What follows belongs to an exercise in optimizing a design on an open flow for small area, a short achievable clock period and few clock cycles; a production flow would make more cautious choices. Where RTL was checked, it was by simulation tests only, not by an equivalence proof against the original. Power is estimated from default activity; no workload was simulated.

==> juniper <==
Design execution, start of the top module:
module execution (
	input  logic                     CLK,
	input  logic                     reset,
	input  logic [154:0]             issue,
	input  logic                     issue_req,
	output logic                     issue_ack,
	output logic [119:0]             result,
	output logic                     result_valid
);
	isa_pkg::issue_t                  issue_in;
	assign issue_in = issue;
	logic [31:0]        a_in;
	logic [31:0]        b_in;
	isa_pkg::reg_addr_t dest_in;
	logic [8:0]         diff_in;
	logic               za_in;
	logic               zb_in;
	operand_select operand_select_inst (
		.instr    (issue_in),
		.op1      (a_in),
		.op2      (b_in),
		.dest     (dest_in),
		.exp_diff (diff_in),
		.z1       (za_in),
		.z2       (zb_in)
	);
	logic       ack_r;
	logic       valid_r;
	logic       v_int1;      
	logic       v_int2;      
	logic       v_add1;      
	logic       v_add2;      
	logic       v_add3;      
	logic [3:0] v_mul;       
	logic       busy;
	logic       accept;
	logic       in_fp;
	logic       in_mul;
	assign busy   = v_int1 | v_add1 | v_add2 | (|v_mul[2:0]);
	assign accept = issue_req & ~ack_r & ~busy;
	assign in_fp  = issue_in.is_fp;
	assign in_mul = issue_in.alu_op[1];
	always_ff @(posedge CLK) begin
		if (reset) begin
			ack_r   <= 1'b0;
			valid_r <= 1'b0;
			v_int1  <= 1'b0;
			v_int2  <= 1'b0;
			v_add1  <= 1'b0;
			v_add2  <= 1'b0;
			v_add3  <= 1'b0;
			v_mul   <= '0;
		end else begin
			ack_r   <= issue_req & (ack_r | ~busy);
			v_int1  <= accept & ~in_fp;
			v_int2  <= v_int1;
			v_add1  <= accept & in_fp & ~in_mul;
			v_add2  <= v_add1;
			v_add3  <= v_add2;
			v_mul   <= {v_mul[2:0], accept & in_fp & in_mul};
			valid_r <= v_int2 | v_add3 | v_mul[3];
		end
	end
	assign issue_ack    = ack_r;
	assign result_valid = valid_r;
	isa_pkg::pass_ctrl_t cap_pass;
	logic                cap_fp;
	logic [3:0]          cap_op;
	logic [31:0]         cap_a;
	logic [31:0]         cap_b;
  ...
make LEC_CHECK=0 ABC_CLOCK_PERIOD_IN_PS=3000 CAP_MARGIN=20 CORE_MARGIN=2 CORE_UTILIZATION=55 SETUP_SLACK_MARGIN=5 SLEW_MARGIN=20 SYNTH_HIERARCHICAL=1 SYNTH_MINIMUM_KEEP_SIZE=0 finish   # period 10.0 ns
run.sh (not shown) runs the stock make flow with config.mk's settings and CLKGATE_MAP_FILE= SYNTH_SCRIPT=/design/flow/synth_recipe.tcl, a recipe that flattens the netlist after the stock synthesis.
==> inputs of tundra, as changes to juniper <==
--- a/flow/design.v
+++ b/flow/design.v
@@ -86,59 +86,66 @@
 		endcase
 	end
 	assign exp_diff = {1'b0, op1[30:23]} - {1'b0, op2[30:23]};
 	assign z1       = (op1[30:23] == 8'd0);
 	assign z2       = (op2[30:23] == 8'd0);
 endmodule
 module alu (
-	input  logic [3:0]                         op,
+	input  logic [10:0]                        ctl,
 	input  logic [isa_pkg::DATA_WIDTH-1:0]     a,
 	input  logic [isa_pkg::DATA_WIDTH-1:0]     b,
 	output logic [isa_pkg::DATA_WIDTH-1:0]     y
 );
-	logic        do_sub;
+	logic        do_sub, s_sum, s_and, s_or, s_xor, s_nor, s_slt, s_sltu, s_sh, left, arith;
 	logic        cout;
 	logic [31:0] sum;
 	logic        lt_signed;
 	logic        lt_unsigned;
-	logic        left;
-	logic        fill;
 	logic [31:0] sh_in;
-	logic [31:0] sh_out;
 	logic [32:0] sh_wide;
+	logic [31:0] sh_out;
 	logic [31:0] sh_res;
-	assign do_sub      = op[0] | op[1];
+	assign {do_sub, s_sum, s_and, s_or, s_xor, s_nor, s_slt, s_sltu, s_sh, left, arith} = ctl;
 	assign {cout, sum} = {1'b0, a} + {1'b0, b ^ {32{do_sub}}} + {32'd0, do_sub};
 	assign lt_unsigned = ~cout;
 	assign lt_signed   = (a[31] ^ b[31]) ? a[31] : sum[31];
 	function automatic logic [31:0] rev32(input logic [31:0] x);
 		for (int i = 0; i < 32; i++) rev32[i] = x[31-i];
 	endfunction
-	assign left   = (op == isa_pkg::ALU_SLL);
-	assign fill   = (op == isa_pkg::ALU_SRA) & a[31];
-	assign sh_in  = left ? rev32(a) : a;
-	assign sh_wide = $signed({fill, sh_in}) >>> b[4:0];
+	assign sh_in   = left ? rev32(a) : a;
+	assign sh_wide = $signed({arith & a[31], sh_in}) >>> b[4:0];
 	assign sh_out  = sh_wide[31:0];
-	assign sh_res = left ? rev32(sh_out) : sh_out;
+	assign sh_res  = left ? rev32(sh_out) : sh_out;
 	always_comb begin
-		case (op)
-			isa_pkg::ALU_AND:  y = a & b;
-			isa_pkg::ALU_OR:   y = a | b;
-			isa_pkg::ALU_XOR:  y = a ^ b;
-			isa_pkg::ALU_NOR:  y = ~(a | b);
-			isa_pkg::ALU_SLT:  y = {31'd0, lt_signed};
-			isa_pkg::ALU_SLTU: y = {31'd0, lt_unsigned};
-			isa_pkg::ALU_SLL,
-			isa_pkg::ALU_SRL,
-			isa_pkg::ALU_SRA:  y = sh_res;
-			isa_pkg::ALU_LUI:  y = {b[15:0], 16'd0};
-			default:           y = sum;
-		endcase
+		if (s_sum | s_and | s_or | s_xor | s_nor | s_slt | s_sltu | s_sh)
+			y = ({32{s_sum}} & sum) | ({32{s_and}} & (a & b)) | ({32{s_or}} & (a | b)) |
+			    ({32{s_xor}} & (a ^ b)) | ({32{s_nor}} & ~(a | b)) |
+			    {31'd0, (s_slt & lt_signed) | (s_sltu & lt_unsigned)} | ({32{s_sh}} & sh_res);
+		else
+			y = {b[15:0], 16'd0};
 	end
 endmodule
+module alu_decode (
+	input  isa_pkg::alu_op_e                   op,
+	output logic [10:0]                        ctl
+);
+	logic do_sub, s_sum, s_and, s_or, s_xor, s_nor, s_slt, s_sltu, s_sh, left, arith;
+	assign do_sub = (op == isa_pkg::ALU_SUB) | (op == isa_pkg::ALU_SLT) | (op == isa_pkg::ALU_SLTU);
+	assign s_sum  = (op == isa_pkg::ALU_ADD) | (op == isa_pkg::ALU_SUB);
+	assign s_and  = (op == isa_pkg::ALU_AND);
+	assign s_or   = (op == isa_pkg::ALU_OR);
+	assign s_xor  = (op == isa_pkg::ALU_XOR);
+	assign s_nor  = (op == isa_pkg::ALU_NOR);
+	assign s_slt  = (op == isa_pkg::ALU_SLT);
+	assign s_sltu = (op == isa_pkg::ALU_SLTU);
+	assign s_sh   = (op == isa_pkg::ALU_SLL) | (op == isa_pkg::ALU_SRL) | (op == isa_pkg::ALU_SRA);
+	assign left   = (op == isa_pkg::ALU_SLL);
+	assign arith  = (op == isa_pkg::ALU_SRA);
+	assign ctl    = {do_sub, s_sum, s_and, s_or, s_xor, s_nor, s_slt, s_sltu, s_sh, left, arith};
+endmodule
 module fpu (
 	input  logic        CLK,
 	input  logic [31:0] a,
 	input  logic [31:0] b,
 	input  logic        is_sub,
 	input  logic [8:0]  dab,       
 	input  logic        za,        
@@ -150,15 +157,16 @@
 );
 	logic [23:0] r1_d;
 	logic        psel_d, sub_d, sign_d;
 	logic [23:0] r1;
 	logic        r1_psel, r1_sub, r1_sign;
 	logic [24:0] sum_d;
 	logic [24:0] r2;
-	logic        r2_psel, r2_sign;
+	logic [8:0]  r2_be1;
+	logic        r2_sign;
 	fadd_align fadd_align_inst (
 		.a      (a),
 		.b      (b),
 		.is_sub (is_sub),
 		.dab    (dab),
 		.za     (za),
 		.zb     (zb),
@@ -179,20 +187,20 @@
 		.q    (r1),
 		.psel (r1_psel),
 		.sub  (r1_sub),
 		.sum  (sum_d)
 	);
 	always_ff @(posedge CLK) begin
 		r2      <= sum_d;
-		r2_psel <= r1_psel;
+		r2_be1  <= {1'b0, (r1_psel ? a[30:23] : b[30:23])} + 9'd1;
 		r2_sign <= r1_sign;
 	end
 	fadd_pack fadd_pack_inst (
 		.sum  (r2),
-		.be   (r2_psel ? a[30:23] : b[30:23]),
+		.be1  (r2_be1),
 		.sign (r2_sign),
 		.y    (add_y)
 	);
 	function automatic logic [12:0] booth8(input logic [7:0] c);
 		logic [8:0] x;
 		x = {c, 1'b0};
 		for (int i = 0; i < 4; i++) begin
@@ -228,20 +236,34 @@
 	end
 	logic [8:0] lo_sum;
 	logic       cy;
 	assign lo_sum = {1'b0, ls} + {1'b0, lc} + {8'd0, cy & mul_it[2]};
 	always_ff @(posedge CLK) begin
 		cy <= lo_sum[8];
 	end
+	logic [9:0] e0, e1;
+	logic [7:0] me0, me1;
+	logic       mz0, mz1;
+	assign e0 = {2'b00, a[30:23]} + {2'b00, b[30:23]} - 10'd127;
+	assign e1 = {2'b00, a[30:23]} + {2'b00, b[30:23]} - 10'd126;
+	always_ff @(posedge CLK) begin
+		me0 <= e0[7:0];
+		me1 <= e1[7:0];
+		mz0 <= (a[30:23] == 8'd0) | (b[30:23] == 8'd0) | e0[9] | (e0 == 10'd0);
+		mz1 <= (a[30:23] == 8'd0) | (b[30:23] == 8'd0) | e1[9] | (e1 == 10'd0);
+	end
 	fmul_pack fmul_pack_inst (
 		.s    ({ms, ls}),
 		.c    ({mc, lc}),
 		.cy   (cy),
-		.a_se (a[31:23]),
-		.b_se (b[31:23]),
+		.sign (a[31] ^ b[31]),
+		.me0  (me0),
+		.me1  (me1),
+		.mz0  (mz0),
+		.mz1  (mz1),
 		.y    (mul_y)
 	);
 endmodule
 module fadd_align (
 	input  logic [31:0] a,
 	input  logic [31:0] b,
 	input  logic        is_sub,
@@ -251,51 +273,47 @@
 	output logic [23:0] q,
 	output logic        psel,      
 	output logic        sub,       
 	output logic        sign
 );
 	logic        sa, sbe;
 	logic [23:0] ma, mb;
-	logic        neg_d, ge, d0, is_near, mge, xa;
+	logic        neg_d, ge, same, mge;
 	logic [7:0]  dx;
-	logic [23:0] sm, sh1, shifted, ny, ny1;
+	logic [23:0] sm, sh1, shifted;
 	assign sa      = a[31];
 	assign sbe     = b[31] ^ is_sub;
 	assign sub     = sa ^ sbe;
 	assign ma      = {~za, a[22:0] & {23{~za}}};
 	assign mb      = {~zb, b[22:0] & {23{~zb}}};
 	assign neg_d   = dab[8];
 	assign ge      = ~neg_d;
 	assign dx      = dab[7:0] ^ {8{neg_d}};
-	assign d0      = dab[0];
-	assign is_near = (dab[8:1] == 8'd0) | (dab == 9'h1ff);
+	assign same    = (dab == 9'd0);
 	assign sm      = ge ? mb : ma;
 	assign sh1     = sm >> dx[4:0];
 	assign shifted = (dx[7:5] != 3'd0) ? 24'd0 : (neg_d ? {1'b0, sh1[23:1]} : sh1);
 	assign mge     = a[22:0] >= b[22:0];
-	assign xa      = d0 ? ge : mge;
-	assign ny      = xa ? mb : ma;
-	assign ny1     = d0 ? {1'b0, ny[23:1]} : ny;
-	assign psel    = is_near ? xa : ge;
-	assign q       = (is_near ? ny1 : shifted) ^ {24{sub}};
+	assign psel    = same ? mge : ge;
+	assign q       = (same ? (mge ? mb : ma) : shifted) ^ {24{sub}};
 	assign sign    = psel ? sa : sbe;
 endmodule
 module fadd_add (
 	input  logic [22:0] fa,
 	input  logic [22:0] fb,
 	input  logic [23:0] q,
 	input  logic        psel,
 	input  logic        sub,
 	output logic [24:0] sum
 );
 	assign sum = {2'b01, (psel ? fa : fb)} + {sub, q} + {24'd0, sub};
 endmodule
 module fadd_pack (
 	input  logic [24:0] sum,
-	input  logic [7:0]  be,
+	input  logic [8:0]  be1,       
 	input  logic        sign,
 	output logic [31:0] y
 );
 	function automatic logic [4:0] lzc25(input logic [24:0] v);
 		logic [31:0] x;
 		logic        z16, z8, z4, z2;
 		logic [15:0] h16;
@@ -316,16 +334,16 @@
 	logic [4:0]  lz;
 	logic [24:0] nm;
 	logic [7:0]  n_exp;
 	logic [24:0] low_mask;
 	logic        n_zero;
 	assign lz       = lzc25(sum);
 	assign nm       = sum << lz;
-	assign n_exp    = be + 8'd1 - {3'd0, lz};
-	assign low_mask = (be >= 8'd24) ? 25'd0 : (25'h1ffffff >> (be + 8'd1));
+	assign n_exp    = be1[7:0] - {3'd0, lz};
+	assign low_mask = (be1 >= 9'd25) ? 25'd0 : (25'h1ffffff >> be1);
 	assign n_zero   = ((sum & ~low_mask) == 25'd0);
 	assign y        = n_zero ? 32'd0 : {sign, n_exp, nm[23:1]};
 endmodule
 module fmul_step (
 	input  logic [23:0] ma,
 	input  logic [12:0] dig,
 	input  logic [24:0] s_in,
@@ -365,40 +383,29 @@
 	assign acc_s = t_s5 ^ t_c5 ^ t_c4;
 	assign acc_c = {t_s5[31:0] & t_c5[31:0] | t_s5[31:0] & t_c4[31:0] | t_c5[31:0] & t_c4[31:0], 1'b0};
 endmodule
 module fmul_pack (
 	input  logic [32:0] s,
 	input  logic [32:0] c,
 	input  logic        cy,
-	input  logic [8:0]  a_se,      
-	input  logic [8:0]  b_se,      
+	input  logic        sign,
+	input  logic [7:0]  me0,       
+	input  logic [7:0]  me1,       
+	input  logic        mz0,       
+	input  logic        mz1,       
 	output logic [31:0] y
 );
-	logic [7:0]  ea, eb;
 	logic [32:0] q;
 	logic [23:0] hi;
 	logic        p23;
-	logic [9:0]  e0, e1;
-	logic        z0, z1;
-	logic [7:0]  m_exp;
-	logic [22:0] m_frac;
-	logic        m_zero;
-	assign ea     = a_se[7:0];
-	assign eb     = b_se[7:0];
-	assign q      = s + c + {32'd0, cy};
-	assign hi     = q[31:8];
-	assign p23    = q[7];
-	assign e0     = {2'b00, ea} + {2'b00, eb} - 10'd127;
-	assign e1     = {2'b00, ea} + {2'b00, eb} - 10'd126;
-	assign z0     = e0[9] | (e0 == 10'd0);
-	assign z1     = e1[9] | (e1 == 10'd0);
-	assign m_exp  = hi[23] ? e1[7:0] : e0[7:0];
-	assign m_frac = hi[23] ? hi[22:0] : {hi[21:0], p23};
-	assign m_zero = (ea == 8'd0) || (eb == 8'd0) || (hi[23] ? z1 : z0);
-	assign y      = m_zero ? 32'd0 : {a_se[8] ^ b_se[8], m_exp, m_frac};
+	assign q   = s + c + {32'd0, cy};
+	assign hi  = q[31:8];
+	assign p23 = q[7];
+	assign y   = (hi[23] ? mz1 : mz0) ? 32'd0 :
+	             hi[23] ? {sign, me1, hi[22:0]} : {sign, me0, hi[21:0], p23};
 endmodule
 module execution (
 	input  logic                     CLK,
 	input  logic                     reset,
 	input  logic [154:0]             issue,
 	input  logic                     issue_req,
 	output logic                     issue_ack,
@@ -477,30 +484,39 @@
 			cap_a    <= a_in;
 			cap_b    <= b_in;
 			cap_rt   <= issue_in.rt_val;
 			cap_dest <= dest_in;
 			cap_imm8 <= issue_in.imm16[7:0];
 		end
 	end
+	logic [10:0] ctl_in;
+	logic [10:0] cap_ctl;
+	alu_decode alu_decode_inst (
+		.op  (issue_in.alu_op),
+		.ctl (ctl_in)
+	);
+	always_ff @(posedge CLK) begin
+		cap_ctl <= ctl_in;
+	end
 	logic [8:0] cap_diff;
 	logic       cap_za;
 	logic       cap_zb;
 	always_ff @(posedge CLK) begin
 		cap_diff <= diff_in;
 		cap_za   <= za_in;
 		cap_zb   <= zb_in;
 	end
 	logic [31:0] alu_y;
 	logic [31:0] add_y;
 	logic [31:0] mul_y;
 	alu alu_inst (
-		.op (cap_op),
-		.a  (cap_a),
-		.b  (cap_b),
-		.y  (alu_y)
+		.ctl (cap_ctl),
+		.a   (cap_a),
+		.b   (cap_b),
+		.y   (alu_y)
 	);
 	logic [31:0] alu_r;
 	always_ff @(posedge CLK) begin
 		alu_r <= alu_y;
 	end
 	fpu fpu_inst (
 		.CLK      (CLK),
==> flow/flow/run.sh (new file) <==
#!/bin/bash
# The standard flow's own layout (standard.sh) with two changes: the repair steps aim for a
# 6 ns setup margin instead of 5, and the port buffers are buf_2 cells.
set -euo pipefail
s=$(cat standard.sh)
s=${s//SETUP_SLACK_MARGIN=5/SETUP_SLACK_MARGIN=6}
s=${s//'"${@:-finish}"'/'"BUFFER_PORTS_ARGS=-buffer_cell sky130_fd_sc_hd__buf_2" "${@:-finish}"'}
printf '%s\n' "$s" > own_standard.sh
bash own_standard.sh > layout.log 2>&1
==> flow/standard.sh (new file) <==
#!/bin/bash
# synth_recipe.tcl (not shown) runs the flow's synth.tcl, then flattens the netlist and writes it again
# the make line also repeats each setting of config.mk as NAME=value (left out here)
make -C /OpenROAD-flow-scripts/flow DESIGN_CONFIG=/design/flow/config.mk WORK_HOME=/design/flow/orfs CLKGATE_MAP_FILE= SYNTH_SCRIPT=/design/flow/synth_recipe.tcl "${@:-finish}"
removed: flow/run.sh
==> inputs of fjord, as changes to juniper <==
==> flow/flow/run.sh (new file) <==
#!/bin/bash
# The standard flow's own layout (standard.sh), with the repair steps aiming for a larger setup margin.
set -euo pipefail
sed -e 's/SETUP_SLACK_MARGIN=[-0-9.]*/SETUP_SLACK_MARGIN=7/' standard.sh > own_standard.sh
bash own_standard.sh > layout.log 2>&1
==> flow/standard.sh (new file) <==
#!/bin/bash
# synth_recipe.tcl (not shown) runs the flow's synth.tcl, then flattens the netlist and writes it again
# the make line also repeats each setting of config.mk as NAME=value (left out here)
make -C /OpenROAD-flow-scripts/flow DESIGN_CONFIG=/design/flow/config.mk WORK_HOME=/design/flow/orfs CLKGATE_MAP_FILE= SYNTH_SCRIPT=/design/flow/synth_recipe.tcl "${@:-finish}"
removed: flow/run.sh
==> inputs of raven, as changes to juniper <==
==> flow/flow/run.sh (new file) <==
#!/bin/bash
# The standard flow's own layout (standard.sh), with the repair steps aiming for a larger setup margin.
set -euo pipefail
sed -e 's/SETUP_SLACK_MARGIN=[-0-9.]*/SETUP_SLACK_MARGIN=6/' standard.sh > own_standard.sh
bash own_standard.sh > layout.log 2>&1
==> flow/standard.sh (new file) <==
#!/bin/bash
# synth_recipe.tcl (not shown) runs the flow's synth.tcl, then flattens the netlist and writes it again
# the make line also repeats each setting of config.mk as NAME=value (left out here)
make -C /OpenROAD-flow-scripts/flow DESIGN_CONFIG=/design/flow/config.mk WORK_HOME=/design/flow/orfs CLKGATE_MAP_FILE= SYNTH_SCRIPT=/design/flow/synth_recipe.tcl "${@:-finish}"
removed: flow/run.sh
==> results.txt <==
tundra ran to the end with no violations. juniper finished clean. fjord passed the timing, design-rule and antenna checks. raven completed with no timing, DRC or antenna violations. Hold slack: tundra is worse than juniper (0.0074 ns). In fjord the cell count is higher than in tundra, by about 6%. The lowest first-iteration DRC count belongs to juniper, the highest to fjord. In tundra the die area is higher than in raven, by about 1.1%. In tundra the area after synthesis is larger than in juniper, by about 1.1%. The lowest power belongs to juniper, the highest to fjord.
==> figures <==
quantity                                                                raven     juniper       fjord      tundra
Portion of the layout cell area used by non-clock buffers               9.28%       7.96%       16.6%       5.41%
Global-route wire length before repair                                 204 mm      202 mm      225 mm      200 mm
Power dissipated in the clock network                               0.00193 W   0.00193 W   0.00188 W   0.00216 W
WL per Instance                                                       25.9 µm     25.8 µm     28.4 µm     25.0 µm
Routed wl met2                                                        60.3 mm     59.2 mm     69.4 mm     58.7 mm
Post-placement cell area                                           0.0419 mm²  0.0419 mm²  0.0425 mm²  0.0409 mm²
Final HPWL DP                                                         95.6 mm     95.6 mm     96.0 mm     94.5 mm
Via count of the first global-routing pass                              32900       32500       35500       32300
TritonCTS sink count                                                      463         463         463         497
Final wirelength                                                       136 mm      134 mm      161 mm      134 mm
Yosys reg bits                                                            463         463         463         497
Number of antenna violations at the first check in global routing           5           6          20          16
Status                                               timing/DRC/antenna clean  timing/DRC/antenna clean  timing/DRC/antenna clean  timing/DRC/antenna clean
Testbench counts of juniper, summed over its fixed seeds: cycles 11,756.
Testbench counts of fjord, summed over its fixed seeds: cycles 11,756.
Testbench counts of raven, summed over its fixed seeds: cycles 11,756.
Function not checked in tundra: the RTL went through the layout flow alone.

port drivers added, routing unchanged:
In the flow no input, the clock included, has a driving cell. The finished layouts below were timed again as built, in two steps. Step 1: set_driving_cell puts a clkbuf_16 on CLK and a buf_2 on each other input, an assumption about the parent block. Step 2, shift: input delay + t, output delay - t, t = (earliest + latest rising clock arrival at the registers) / 2. This alone moves slack from input paths to output paths. Three values: ideal ports, drivers, drivers and shift; two values: the first two.
run | shift t [ns] | setup slack, ns | worst setup path after step 2 | worst data-port slew with drivers (ns) | cell pins on the clock port's net
juniper | 0.683 | 5.245 / 5.245 / 4.794 | input to register | 0.07 | 1
tundra | 0.698 | 5.837 / 5.837 / 5.499 | input to register | 0.09 | 1
fjord | 0.682 | 6.116 / 6.116 / 6.116 | register to register | 0.17 | 1
raven | 0.681 | 5.909 / 5.909 / 5.511 | input to register | 0.07 | 1
After both steps every run listed still meets setup and hold. For juniper, which loses most, drivers alone change the setup slack by 0.000 ns; drivers and shift together by -0.451 ns.
